From an optimization exercise on the open Yosys and OpenROAD flow, aimed at small area, a short achievable clock period and few clock cycles per item; shortcuts taken in it are not production practice. Where RTL was checked, it was by simulation tests only, not by an equivalence proof against the original. Power is estimated from default activity; no workload was simulated.

==> flow/design.v (excerpt) <==
module alu_unit (
  input  logic        clk,
  input  logic        rst,
  input  logic        bus_cyc,
  input  logic        bus_stb,
  input  logic        bus_we,
  input  logic [2:0]  bus_adr,
  input  logic [63:0] bus_wdata,
  output logic        bus_ack,
  output logic [63:0] bus_rdata
);
For scale: ~2500 cells after synthesis, about 600 flip-flops, roughly 30000 µm² of cells after synthesis.
Settings: LEC_CHECK=0, CAP_MARGIN=20, CORE_MARGIN=2, CORE_UTILIZATION=40, SETUP_SLACK_MARGIN=2.0, SLEW_MARGIN=20; clock period 5.5 ns.
run.sh (not shown) runs the stock make flow with config.mk's settings and CLKGATE_MAP_FILE= SYNTH_SCRIPT=/design/flow/synth_recipe.tcl, a recipe that flattens the netlist after the stock synthesis.
Change:
--- a/flow/design.v
+++ b/flow/design.v
@@ -15,16 +15,15 @@
   input  logic [63:0] bus_wdata,
   output logic        bus_ack,
   output logic [63:0] bus_rdata
 );
   logic [63:0] s_q;
   logic [63:0] t_q;
   logic        c_valid;
-  logic [63:0] c_pp;
-  logic [63:0] c_gg;
+  logic [63:0] c_tx;
   logic [5:0]  c_sh;
   logic        c_sub;
   logic        c_cfuse;
   logic        c_arith;
   logic        c_keep;
   logic        c_zero;
   logic        c_and;
@@ -113,19 +112,17 @@
     end else begin
       h_f = {q_of[rd_ptr], h_sf, head == 64'd0, ~^head[7:0], q_cf[rd_ptr]};
     end
   end
   logic [3:0]  op;
   logic        d_sub;
   logic [63:0] d_t;
-  logic [63:0] d_tx;
   assign op    = bus_wdata[3:0];
   assign d_sub = (op == 4'd1) || (op == 4'd3) || (op == 4'd9);
   assign d_t   = bus_wdata[6] ? {{32{bus_wdata[38]}}, bus_wdata[38:7]} : t_q;
-  assign d_tx  = d_sub ? ~d_t : d_t;
   logic        cin;
   logic [63:0] pp;
   logic [63:0] gg;
   logic [63:0] gk [7];
   logic [63:0] pk [7];
   logic [63:0] carries;
   logic        cout;
@@ -135,16 +132,16 @@
   logic [63:0] mask;
   logic [63:0] shl;
   logic [63:0] braw;
   logic [63:0] r;
   logic        cf_new;
   logic        of_new;
   assign cin = c_sub ^ (c_cfuse && chain_cf);
-  assign pp  = c_pp;
-  assign gg  = c_gg;
+  assign pp  = s_q ^ c_tx;
+  assign gg  = s_q & c_tx;
   assign gk[0] = gg;
   assign pk[0] = pp;
   for (genvar l = 0; l < 6; l++) begin : g_ks
     for (genvar i = 0; i < 64; i++) begin : g_bit
       if ((i >> l) % 2 == 1) begin : g_op
         assign gk[l+1][i] = gk[l][i] | (pk[l][i] & gk[l][((i >> l) << l) - 1]);
         assign pk[l+1][i] = pk[l][i] & pk[l][((i >> l) << l) - 1];
@@ -167,15 +164,15 @@
     endcase
   end
   assign shl  = s_q << c_sh;
   assign braw = ({64{c_and}} & gg) |
                 ({64{c_or}}  & (pp | gg)) |
                 ({64{c_xor}} & pp) |
                 ({64{c_sll}} & shl) |
-                ({64{c_mov}} & (pp ^ s_q));
+                ({64{c_mov}} & c_tx);
   assign r      = (c_arith ? sum : braw) & mask;
   assign cf_new = c_arith && (c_hi ^ c_sub);
   assign of_new = c_arith && (c_hi ^ c_lo);
   always_ff @(posedge clk) begin
     if (rst) begin
       c_valid  <= 1'b0;
       slow_q   <= 1'b0;
@@ -202,16 +199,15 @@
       endcase
     end
   end
   always_ff @(posedge clk) begin
     o_f <= slow_nx && (bus_adr == 3'd4);
     if (wr_acc && bus_adr == 3'd0) s_q <= bus_wdata;
     if (wr_acc && bus_adr == 3'd1) t_q <= bus_wdata;
-    c_pp    <= s_q ^ d_tx;
-    c_gg    <= s_q & d_tx;
+    c_tx    <= d_sub ? ~d_t : d_t;
     c_sh    <= d_t[5:0];
     c_sub   <= d_sub;
     c_cfuse <= (op == 4'd2) || (op == 4'd3);
     c_arith <= (op <= 4'd3) || (op == 4'd9);
     c_keep  <= (op == 4'd8) || (op >= 4'd11);
     c_zero  <= (op == 4'd9) || (op == 4'd10);
     c_and   <= (op == 4'd4) || (op == 4'd10);
Result:
- The new run passed the timing, design-rule and antenna checks
- routed wire length increases by 3.3%
- design area increases by 0.83%
- critical path depth decreases by 2
- cell count increases by 4.3%
- die area decreases by 1.4%
- total power decreases by 8.0%
No run of this note included a check of the RTL's function; only the layout flow was run.

alu_unit, a different RTL version from the one above (not shown whole).
Size: about 3000 cells after synthesis, roughly 500 flip-flops, roughly 140 I/O pins.
==> module alu_unit, before the edit <==
module alu_unit (
  input  logic        clk,
  input  logic        rst,
  input  logic        bus_cyc,
  input  logic        bus_stb,
  input  logic        bus_we,
  input  logic [2:0]  bus_adr,
  input  logic [63:0] bus_wdata,
  output logic        bus_ack,
  output logic [63:0] bus_rdata
);
  logic [63:0] s_q;
  logic [63:0] t_q;
  logic        c_valid;
  logic [63:0] c_tx;
  logic        c_sub;
  logic        c_cfuse;
  logic        c_arith;
  logic        c_keep;
  logic        c_zero;
  logic        c_and;
  logic        c_or;
  logic        c_xor;
  logic        c_sll;
  logic        c_mov;
  logic [3:0]  c_w;
  logic [63:0] q_d  [4];
  logic [4:0]  q_f  [4];
  logic [1:0]  wr_ptr;
  logic [1:0]  rd_ptr;
  logic [2:0]  count;
  logic [4:0]  chain;
  logic [4:0]  last_f;
  logic        pres;
  logic        rd_res;
  logic        wr_acc;
  logic        rd_acc;
  logic        cmd_wr;
  assign pres    = bus_cyc && bus_stb;
  assign rd_res  = !bus_we && (bus_adr == 3'd3);
  assign bus_ack = pres && !(rd_res && (count == 3'd0));
  assign wr_acc  = pres && bus_we;
  assign rd_acc  = pres && rd_res && (count != 3'd0);
  assign cmd_wr  = wr_acc && (bus_adr == 3'd2);
  always_comb begin
    case (bus_adr)
      3'd0:    bus_rdata = s_q;
      3'd1:    bus_rdata = t_q;
      3'd3:    bus_rdata = q_d[rd_ptr];
      3'd4:    bus_rdata = {52'd0, last_f[4], 3'd0, last_f[3], last_f[2], 3'd0, last_f[1], 1'b0, last_f[0]};
      default: bus_rdata = '0;
    endcase
  end
  logic [3:0]  op;
  logic        d_sub;
  logic [63:0] d_t;
  assign op    = bus_wdata[3:0];
  assign d_sub = (op == 4'd1) || (op == 4'd3) || (op == 4'd9);
  assign d_t   = bus_wdata[6] ? {{32{bus_wdata[38]}}, bus_wdata[38:7]} : t_q;
  logic        cin;
  logic [63:0] pp;
  logic [63:0] gg;
  logic [63:0] gk [7];
  logic [63:0] pk [7];
  logic [63:0] carries;
  logic        cout;
  logic [63:0] sum;
  logic        c_hi;
  logic        c_lo;
  logic [63:0] mask;
  logic [63:0] zc;
  logic        zf_add;
  logic [63:0] lraw;
  logic [63:0] lr;
  logic [63:0] sr;
  logic [63:0] r;
  logic        zf_log;
  logic        sf;
  logic [4:0]  f_new;
  assign cin = c_sub ^ (c_cfuse && chain[0]);
  assign pp  = s_q ^ c_tx;
  assign gg  = s_q & c_tx;
  assign gk[0] = {gg[63:1], gg[0] | (pp[0] & cin)};
  assign pk[0] = pp;
  for (genvar l = 0; l < 6; l++) begin : g_ks
    for (genvar i = 0; i < 64; i++) begin : g_bit
      if (i >= (1 << l)) begin : g_op
        assign gk[l+1][i] = gk[l][i] | (pk[l][i] & gk[l][i - (1 << l)]);
        assign pk[l+1][i] = pk[l][i] & pk[l][i - (1 << l)];
      end else begin : g_pass
        assign gk[l+1][i] = gk[l][i];
        assign pk[l+1][i] = pk[l][i];
      end
    end
  end
  assign carries = {gk[6][62:0], cin};
  assign cout    = gk[6][63];
  assign sum     = pp ^ carries;
  assign mask = {{32{c_w[3]}}, {16{c_w[3] | c_w[2]}}, {8{!c_w[0]}}, 8'hff};
  always_comb begin
    case (1'b1)
      c_w[0]:  begin c_hi = carries[8];  c_lo = carries[7];  end
      c_w[1]:  begin c_hi = carries[16]; c_lo = carries[15]; end
      c_w[2]:  begin c_hi = carries[32]; c_lo = carries[31]; end
      default: begin c_hi = cout;        c_lo = carries[63]; end
    endcase
  end
  assign zc     = pp ^ {pp[62:0] | gg[62:0], cin};
  assign zf_add = ((zc & mask) == '0);
  assign lraw = ({64{c_and}} & gg) |
                ({64{c_or}}  & (pp | gg)) |
                ({64{c_xor}} & pp) |
                ({64{c_sll}} & (s_q << c_tx[5:0])) |
                ({64{c_mov}} & c_tx);
  assign lr     = lraw & mask;
  assign sr     = sum & mask;
  assign r      = c_arith ? sr : lr;
  assign zf_log = (lr == '0);
  always_comb begin
    case (1'b1)
      c_w[0]:  sf = r[7];
      c_w[1]:  sf = r[15];
      c_w[2]:  sf = r[31];
      default: sf = r[63];
    endcase
    if (c_keep) begin
      f_new = chain;
    end else begin
      f_new[0] = c_arith && (c_hi ^ c_sub);
      f_new[1] = ~^r[7:0];
      f_new[2] = c_arith ? zf_add : zf_log;
      f_new[3] = sf;
      f_new[4] = c_arith && (c_hi ^ c_lo);
    end
  end
  always_ff @(posedge clk) begin
    if (rst) begin
      c_valid <= 1'b0;
      wr_ptr  <= '0;
      rd_ptr  <= '0;
      count   <= '0;
      chain   <= '0;
      last_f  <= '0;
    end else begin
      c_valid <= cmd_wr;
      if (c_valid) begin
        wr_ptr <= wr_ptr + 2'd1;
        chain  <= f_new;
      end
      if (rd_acc) begin
        rd_ptr <= rd_ptr + 2'd1;
        last_f <= q_f[rd_ptr];
      end
      count <= count + {2'd0, c_valid} - {2'd0, rd_acc};
    end
  end
  always_ff @(posedge clk) begin
    if (wr_acc && bus_adr == 3'd0) s_q <= bus_wdata;
    if (wr_acc && bus_adr == 3'd1) t_q <= bus_wdata;
    if (cmd_wr) begin
      c_tx    <= d_sub ? ~d_t : d_t;
      c_sub   <= d_sub;
      c_cfuse <= (op == 4'd2) || (op == 4'd3);
      c_arith <= (op <= 4'd3) || (op == 4'd9);
      c_keep  <= (op == 4'd8) || (op >= 4'd11);
      c_zero  <= (op == 4'd9) || (op == 4'd10);
      c_and   <= (op == 4'd4) || (op == 4'd10);
      c_or    <= (op == 4'd5);
      c_xor   <= (op == 4'd6);
      c_sll   <= (op == 4'd7);
      c_mov   <= (op == 4'd8) || (op >= 4'd11);
      c_w     <= 4'b0001 << bus_wdata[5:4];
    end
    if (c_valid) begin
      q_d[wr_ptr] <= c_zero ? 64'd0 : r;
      q_f[wr_ptr] <= f_new;
    end
  end
endmodule
make LEC_CHECK=0 CAP_MARGIN=20 CORE_MARGIN=2 CORE_UTILIZATION=40 SETUP_SLACK_MARGIN=2.0 SLEW_MARGIN=20 finish   # period 5.5 ns
Rerun with:
--- a/flow/design.v
+++ b/flow/design.v
@@ -78,5 +78,4 @@
   logic [63:0] zc;
   logic        zf_add;
-  logic [63:0] lraw;
   logic [63:0] lr;
   logic [63:0] sr;
@@ -115,13 +114,15 @@
   assign zc     = pp ^ {pp[62:0] | gg[62:0], cin};
   assign zf_add = ((zc & mask) == '0);
-  assign lraw = ({64{c_and}} & gg) |
+  logic [63:0] shl;
+  logic [63:0] braw;
+  assign shl  = (s_q << c_tx[5:0]) & mask;
+  assign braw = ({64{c_and}} & gg) |
                 ({64{c_or}}  & (pp | gg)) |
                 ({64{c_xor}} & pp) |
-                ({64{c_sll}} & (s_q << c_tx[5:0])) |
                 ({64{c_mov}} & c_tx);
-  assign lr     = lraw & mask;
+  assign lr     = (braw & mask) | ({64{c_sll}} & shl);
   assign sr     = sum & mask;
   assign r      = c_arith ? sr : lr;
-  assign zf_log = (lr == '0);
+  assign zf_log = c_sll ? (shl == '0) : ((braw & mask) == '0);
   always_comb begin
     case (1'b1)
@@ -165,5 +166,5 @@
     if (wr_acc && bus_adr == 3'd0) s_q <= bus_wdata;
     if (wr_acc && bus_adr == 3'd1) t_q <= bus_wdata;
-    if (cmd_wr) begin
+    begin
       c_tx    <= d_sub ? ~d_t : d_t;
       c_sub   <= d_sub;
Result: Register-to-register slack is better by 0.47 ns; synthesized area goes down by 1.5%; routed wire length goes down by 13%; sequential share of layout area goes down by 1.2 points; final cell count goes up by about 0.8%; first-iteration DRC count goes down by 17%; global-route usage goes down by 4.1 points; cell area goes down by about 1.7%; via count goes down by 2.8%; power goes up by about 26%; critical path depth goes up by 1; clock-buffer cell count goes up by 9.
Function was not checked in any run of this note: the RTL went through the layout flow alone.

The RTL this note starts from:
==> flow/design.v <==
package alu_pkg;
  localparam int reg_w   = 64;
  localparam int imm_w   = 32;
  localparam int flags_w = 16;
  localparam int adr_w   = 3;
endpackage
`timescale 1ns/10ps
module alu_unit (
  input  logic        clk,
  input  logic        rst,
  input  logic        bus_cyc,
  input  logic        bus_stb,
  input  logic        bus_we,
  input  logic [2:0]  bus_adr,
  input  logic [63:0] bus_wdata,
  output logic        bus_ack,
  output logic [63:0] bus_rdata
);
  logic [63:0] s_q;
  logic [63:0] t_q;
  logic        c_valid;
  logic [63:0] c_tx;
  logic [5:0]  c_sh;
  logic        c_sub;
  logic        c_cfuse;
  logic        c_arith;
  logic        c_keep;
  logic        c_zero;
  logic        c_and;
  logic        c_or;
  logic        c_xor;
  logic        c_sll;
  logic        c_mov;
  logic [3:0]  c_w;
  logic [1:0]  c_wn;
  logic [63:0] q_d    [4];
  logic        q_cf   [4];
  logic        q_of   [4];
  logic        q_keep [4];
  logic        q_zero [4];
  logic [1:0]  q_w    [4];
  logic [1:0]  wr_ptr;
  logic [1:0]  rd_ptr;
  logic [3:0]  count;     
  logic        chain_cf;
  logic [4:0]  last_f;    
  logic        pres;
  logic        rd_res;
  logic        wr_acc;
  logic        rd_acc;
  logic        cmd_wr;
  logic [63:0] head;
  logic        slow_q;
  logic        sl_s;
  logic        sl_t;
  logic        slow_rd;
  logic [63:0] headz;
  logic [63:0] fl;
  assign pres    = bus_cyc && bus_stb;
  assign rd_res  = !bus_we && (bus_adr == 3'd3);
  assign slow_rd = !bus_we && !bus_adr[2] && !(bus_adr[1] && bus_adr[0]);
  assign bus_ack = pres && (bus_we || bus_adr[2] ||
                            ((bus_adr[1] && bus_adr[0]) ? count[0] : slow_q));
  assign wr_acc  = pres && bus_we;
  assign rd_acc  = pres && rd_res && count[0];
  assign cmd_wr  = wr_acc && (bus_adr == 3'd2);
  assign head  = q_d[rd_ptr];
  assign headz = q_zero[rd_ptr] ? 64'd0 : head;
  assign fl    = {52'd0, last_f[4], 3'd0, last_f[3], last_f[2], 3'd0, last_f[1], 1'b0, last_f[0]} &
                 {64{bus_adr[1:0] == 2'd0}};
  assign bus_rdata = slow_q ? (({64{sl_s}} & s_q) | ({64{sl_t}} & t_q)) :
                              (bus_adr[2] ? fl : headz);
  logic       h_sf;
  logic [4:0] h_f;
  always_comb begin
    case (q_w[rd_ptr])
      2'd0:    h_sf = head[7];
      2'd1:    h_sf = head[15];
      2'd2:    h_sf = head[31];
      default: h_sf = head[63];
    endcase
    if (q_keep[rd_ptr]) begin
      h_f = last_f;
    end else begin
      h_f = {q_of[rd_ptr], h_sf, head == 64'd0, ~^head[7:0], q_cf[rd_ptr]};
    end
  end
  logic [3:0]  op;
  logic        d_sub;
  logic [63:0] d_t;
  assign op    = bus_wdata[3:0];
  assign d_sub = (op == 4'd1) || (op == 4'd3) || (op == 4'd9);
  assign d_t   = bus_wdata[6] ? {{32{bus_wdata[38]}}, bus_wdata[38:7]} : t_q;
  logic        cin;
  logic [63:0] pp;
  logic [63:0] gg;
  logic [63:0] gk [7];
  logic [63:0] pk [7];
  logic [63:0] carries;
  logic        cout;
  logic [63:0] sum;
  logic        c_hi;
  logic        c_lo;
  logic [63:0] mask;
  logic [63:0] shl;
  logic [63:0] braw;
  logic [63:0] r;
  logic        cf_new;
  logic        of_new;
  assign cin = c_sub ^ (c_cfuse && chain_cf);
  assign pp  = s_q ^ c_tx;
  assign gg  = s_q & c_tx;
  assign gk[0] = gg;
  assign pk[0] = pp;
  for (genvar l = 0; l < 6; l++) begin : g_ks
    for (genvar i = 0; i < 64; i++) begin : g_bit
      if (i >= (1 << l)) begin : g_op
        assign gk[l+1][i] = gk[l][i] | (pk[l][i] & gk[l][i - (1 << l)]);
        assign pk[l+1][i] = pk[l][i] & pk[l][i - (1 << l)];
      end else begin : g_pass
        assign gk[l+1][i] = gk[l][i];
        assign pk[l+1][i] = pk[l][i];
      end
    end
  end
  assign carries = {gk[6][62:0] | (pk[6][62:0] & {63{cin}}), cin};
  assign cout    = gk[6][63] | (pk[6][63] & cin);
  assign sum     = pp ^ carries;
  assign mask = {{32{c_w[3]}}, {16{c_w[3] | c_w[2]}}, {8{!c_w[0]}}, 8'hff};
  always_comb begin
    case (1'b1)
      c_w[0]:  begin c_hi = carries[8];  c_lo = carries[7];  end
      c_w[1]:  begin c_hi = carries[16]; c_lo = carries[15]; end
      c_w[2]:  begin c_hi = carries[32]; c_lo = carries[31]; end
      default: begin c_hi = cout;        c_lo = carries[63]; end
    endcase
  end
  assign shl  = s_q << c_sh;
  assign braw = ({64{c_and}} & gg) |
                ({64{c_or}}  & (pp | gg)) |
                ({64{c_xor}} & pp) |
                ({64{c_sll}} & shl) |
                ({64{c_mov}} & c_tx);
  assign r      = (c_arith ? sum : braw) & mask;
  assign cf_new = c_arith && (c_hi ^ c_sub);
  assign of_new = c_arith && (c_hi ^ c_lo);
  always_ff @(posedge clk) begin
    if (rst) begin
      c_valid  <= 1'b0;
      slow_q   <= 1'b0;
      wr_ptr   <= '0;
      rd_ptr   <= '0;
      count    <= '0;
      chain_cf <= 1'b0;
      last_f   <= '0;
    end else begin
      c_valid <= cmd_wr;
      slow_q  <= pres && slow_rd && !slow_q;
      if (c_valid) begin
        wr_ptr <= wr_ptr + 2'd1;
        if (!c_keep) chain_cf <= cf_new;
      end
      if (rd_acc) begin
        rd_ptr <= rd_ptr + 2'd1;
        last_f <= h_f;
      end
      case ({c_valid, rd_acc})
        2'b10:   count <= {count[2:0], 1'b1};
        2'b01:   count <= {1'b0, count[3:1]};
        default: count <= count;
      endcase
    end
  end
  always_ff @(posedge clk) begin
    sl_s <= (bus_adr[1:0] == 2'd0);
    sl_t <= (bus_adr[1:0] == 2'd1);
    if (wr_acc && bus_adr == 3'd0) s_q <= bus_wdata;
    if (wr_acc && bus_adr == 3'd1) t_q <= bus_wdata;
    c_tx    <= d_sub ? ~d_t : d_t;
    c_sh    <= d_t[5:0];
    c_sub   <= d_sub;
    c_cfuse <= (op == 4'd2) || (op == 4'd3);
    c_arith <= (op <= 4'd3) || (op == 4'd9);
    c_keep  <= (op == 4'd8) || (op >= 4'd11);
    c_zero  <= (op == 4'd9) || (op == 4'd10);
    c_and   <= (op == 4'd4) || (op == 4'd10);
    c_or    <= (op == 4'd5);
    c_xor   <= (op == 4'd6);
    c_sll   <= (op == 4'd7);
    c_mov   <= (op == 4'd8) || (op >= 4'd11);
    c_w     <= 4'b0001 << bus_wdata[5:4];
    c_wn    <= bus_wdata[5:4];
    if (c_valid) begin
      q_d[wr_ptr]    <= r;
      q_cf[wr_ptr]   <= cf_new;
      q_of[wr_ptr]   <= of_new;
      q_keep[wr_ptr] <= c_keep;
      q_zero[wr_ptr] <= c_zero;
      q_w[wr_ptr]    <= c_wn;
    end
  end
endmodule
clock: 5.5 ns
lec_check: 0
cap_margin: 20
core_margin: 2
core_utilization: 40
setup_slack_margin: 2.0
slew_margin: 20
Testbench counts at the start, summed over its fixed seeds: cycles 11,245, ops 3,200.
Next try:
--- a/flow/design.v
+++ b/flow/design.v
@@ -50,29 +50,31 @@
   logic        rd_acc;
   logic        cmd_wr;
   logic [63:0] head;
   logic        slow_q;
   logic        sl_s;
   logic        sl_t;
+  logic        sl_f;
   logic        slow_rd;
   logic [63:0] headz;
+  logic        hz_q;      
+  logic [1:0]  rd_next;
   logic [63:0] fl;
   assign pres    = bus_cyc && bus_stb;
   assign rd_res  = !bus_we && (bus_adr == 3'd3);
-  assign slow_rd = !bus_we && !bus_adr[2] && !(bus_adr[1] && bus_adr[0]);
-  assign bus_ack = pres && (bus_we || bus_adr[2] ||
-                            ((bus_adr[1] && bus_adr[0]) ? count[0] : slow_q));
+  assign slow_rd = !bus_we && (bus_adr != 3'd3);
+  assign bus_ack = pres && (bus_we || ((bus_adr == 3'd3) ? count[0] : slow_q));
   assign wr_acc  = pres && bus_we;
   assign rd_acc  = pres && rd_res && count[0];
   assign cmd_wr  = wr_acc && (bus_adr == 3'd2);
-  assign head  = q_d[rd_ptr];
-  assign headz = q_zero[rd_ptr] ? 64'd0 : head;
-  assign fl    = {52'd0, last_f[4], 3'd0, last_f[3], last_f[2], 3'd0, last_f[1], 1'b0, last_f[0]} &
-                 {64{bus_adr[1:0] == 2'd0}};
-  assign bus_rdata = slow_q ? (({64{sl_s}} & s_q) | ({64{sl_t}} & t_q)) :
-                              (bus_adr[2] ? fl : headz);
+  assign head    = q_d[rd_ptr];
+  assign rd_next = rd_acc ? rd_ptr + 2'd1 : rd_ptr;
+  assign headz = hz_q ? 64'd0 : head;
+  assign fl    = {52'd0, last_f[4], 3'd0, last_f[3], last_f[2], 3'd0, last_f[1], 1'b0, last_f[0]};
+  assign bus_rdata = slow_q ? (({64{sl_s}} & s_q) | ({64{sl_t}} & t_q) | ({64{sl_f}} & fl)) :
+                              headz;
   logic       h_sf;
   logic [4:0] h_f;
   always_comb begin
     case (q_w[rd_ptr])
       2'd0:    h_sf = head[7];
       2'd1:    h_sf = head[15];
@@ -111,15 +113,15 @@
   assign pp  = s_q ^ c_tx;
   assign gg  = s_q & c_tx;
   assign gk[0] = gg;
   assign pk[0] = pp;
   for (genvar l = 0; l < 6; l++) begin : g_ks
     for (genvar i = 0; i < 64; i++) begin : g_bit
-      if (i >= (1 << l)) begin : g_op
-        assign gk[l+1][i] = gk[l][i] | (pk[l][i] & gk[l][i - (1 << l)]);
-        assign pk[l+1][i] = pk[l][i] & pk[l][i - (1 << l)];
+      if ((i >> l) % 2 == 1) begin : g_op
+        assign gk[l+1][i] = gk[l][i] | (pk[l][i] & gk[l][((i >> l) << l) - 1]);
+        assign pk[l+1][i] = pk[l][i] & pk[l][((i >> l) << l) - 1];
       end else begin : g_pass
         assign gk[l+1][i] = gk[l][i];
         assign pk[l+1][i] = pk[l][i];
       end
     end
   end
@@ -145,38 +147,41 @@
   assign cf_new = c_arith && (c_hi ^ c_sub);
   assign of_new = c_arith && (c_hi ^ c_lo);
   always_ff @(posedge clk) begin
     if (rst) begin
       c_valid  <= 1'b0;
       slow_q   <= 1'b0;
+      hz_q     <= 1'b0;
       wr_ptr   <= '0;
       rd_ptr   <= '0;
       count    <= '0;
       chain_cf <= 1'b0;
       last_f   <= '0;
     end else begin
       c_valid <= cmd_wr;
       slow_q  <= pres && slow_rd && !slow_q;
       if (c_valid) begin
         wr_ptr <= wr_ptr + 2'd1;
         if (!c_keep) chain_cf <= cf_new;
       end
+      hz_q <= (c_valid && wr_ptr == rd_next) ? c_zero : q_zero[rd_next];
       if (rd_acc) begin
-        rd_ptr <= rd_ptr + 2'd1;
+        rd_ptr <= rd_next;
         last_f <= h_f;
       end
       case ({c_valid, rd_acc})
         2'b10:   count <= {count[2:0], 1'b1};
         2'b01:   count <= {1'b0, count[3:1]};
         default: count <= count;
       endcase
     end
   end
   always_ff @(posedge clk) begin
-    sl_s <= (bus_adr[1:0] == 2'd0);
-    sl_t <= (bus_adr[1:0] == 2'd1);
+    sl_s <= (bus_adr == 3'd0);
+    sl_t <= (bus_adr == 3'd1);
+    sl_f <= (bus_adr == 3'd4);
     if (wr_acc && bus_adr == 3'd0) s_q <= bus_wdata;
     if (wr_acc && bus_adr == 3'd1) t_q <= bus_wdata;
     c_tx    <= d_sub ? ~d_t : d_t;
     c_sh    <= d_t[5:0];
     c_sub   <= d_sub;
     c_cfuse <= (op == 4'd2) || (op == 4'd3);
Hold slack gets better by 0.036 ns.
Clock skew is higher by 0.016 ns.
Core utilization went down by 0.35 points.
Die area shrinks by a few percent.
Worst setup slack is better by 0.18 ns.
Clock-buffer cell count is lower by 17.
Final area falls by a few percent.
Area after synthesis is lower by a few percent.
Function not checked in the second run of this note: the RTL went through the layout flow alone.

## static timing again, ports no longer ideal
The results above use ideal ports. As a check the final layouts listed here were re-extracted and re-timed, cells and wires unchanged. Step 1 assumes that a clkbuf_16 drives the clock port and a buf_2 every other input. Step 2 adds t to the input delays and takes it off the output delays; t is the mean of the earliest and latest rising clock arrival at the registers after step 1. Input paths then give back, and output paths get back, about the clock's delay inside the block. Slacks: no drivers / after step 1 / after step 2; pairs: no drivers / after step 1.
run	t, ns	slack for setup (ns)	worst setup path at the end
the first run of note 1	0.677	1.879 / 1.815 / 1.795	input to register
the second run of note 1	0.685	1.770 / 1.704 / 1.823	input to register
the first run of note 2	0.707	1.077 / 1.077 / 1.077	register to register
the second run of note 2	0.684	1.543 / 1.543 / 1.543	register to register
the first run of note 3	0.697	1.772 / 1.704 / 1.807	input to output
the second run of note 3	0.677	1.951 / 1.894 / 1.951	register to register
After both steps every run listed still meets setup and hold. The setup slack of the first run of note 1, which loses most, moves by -0.064 ns with the drivers and by -0.084 ns with both steps.
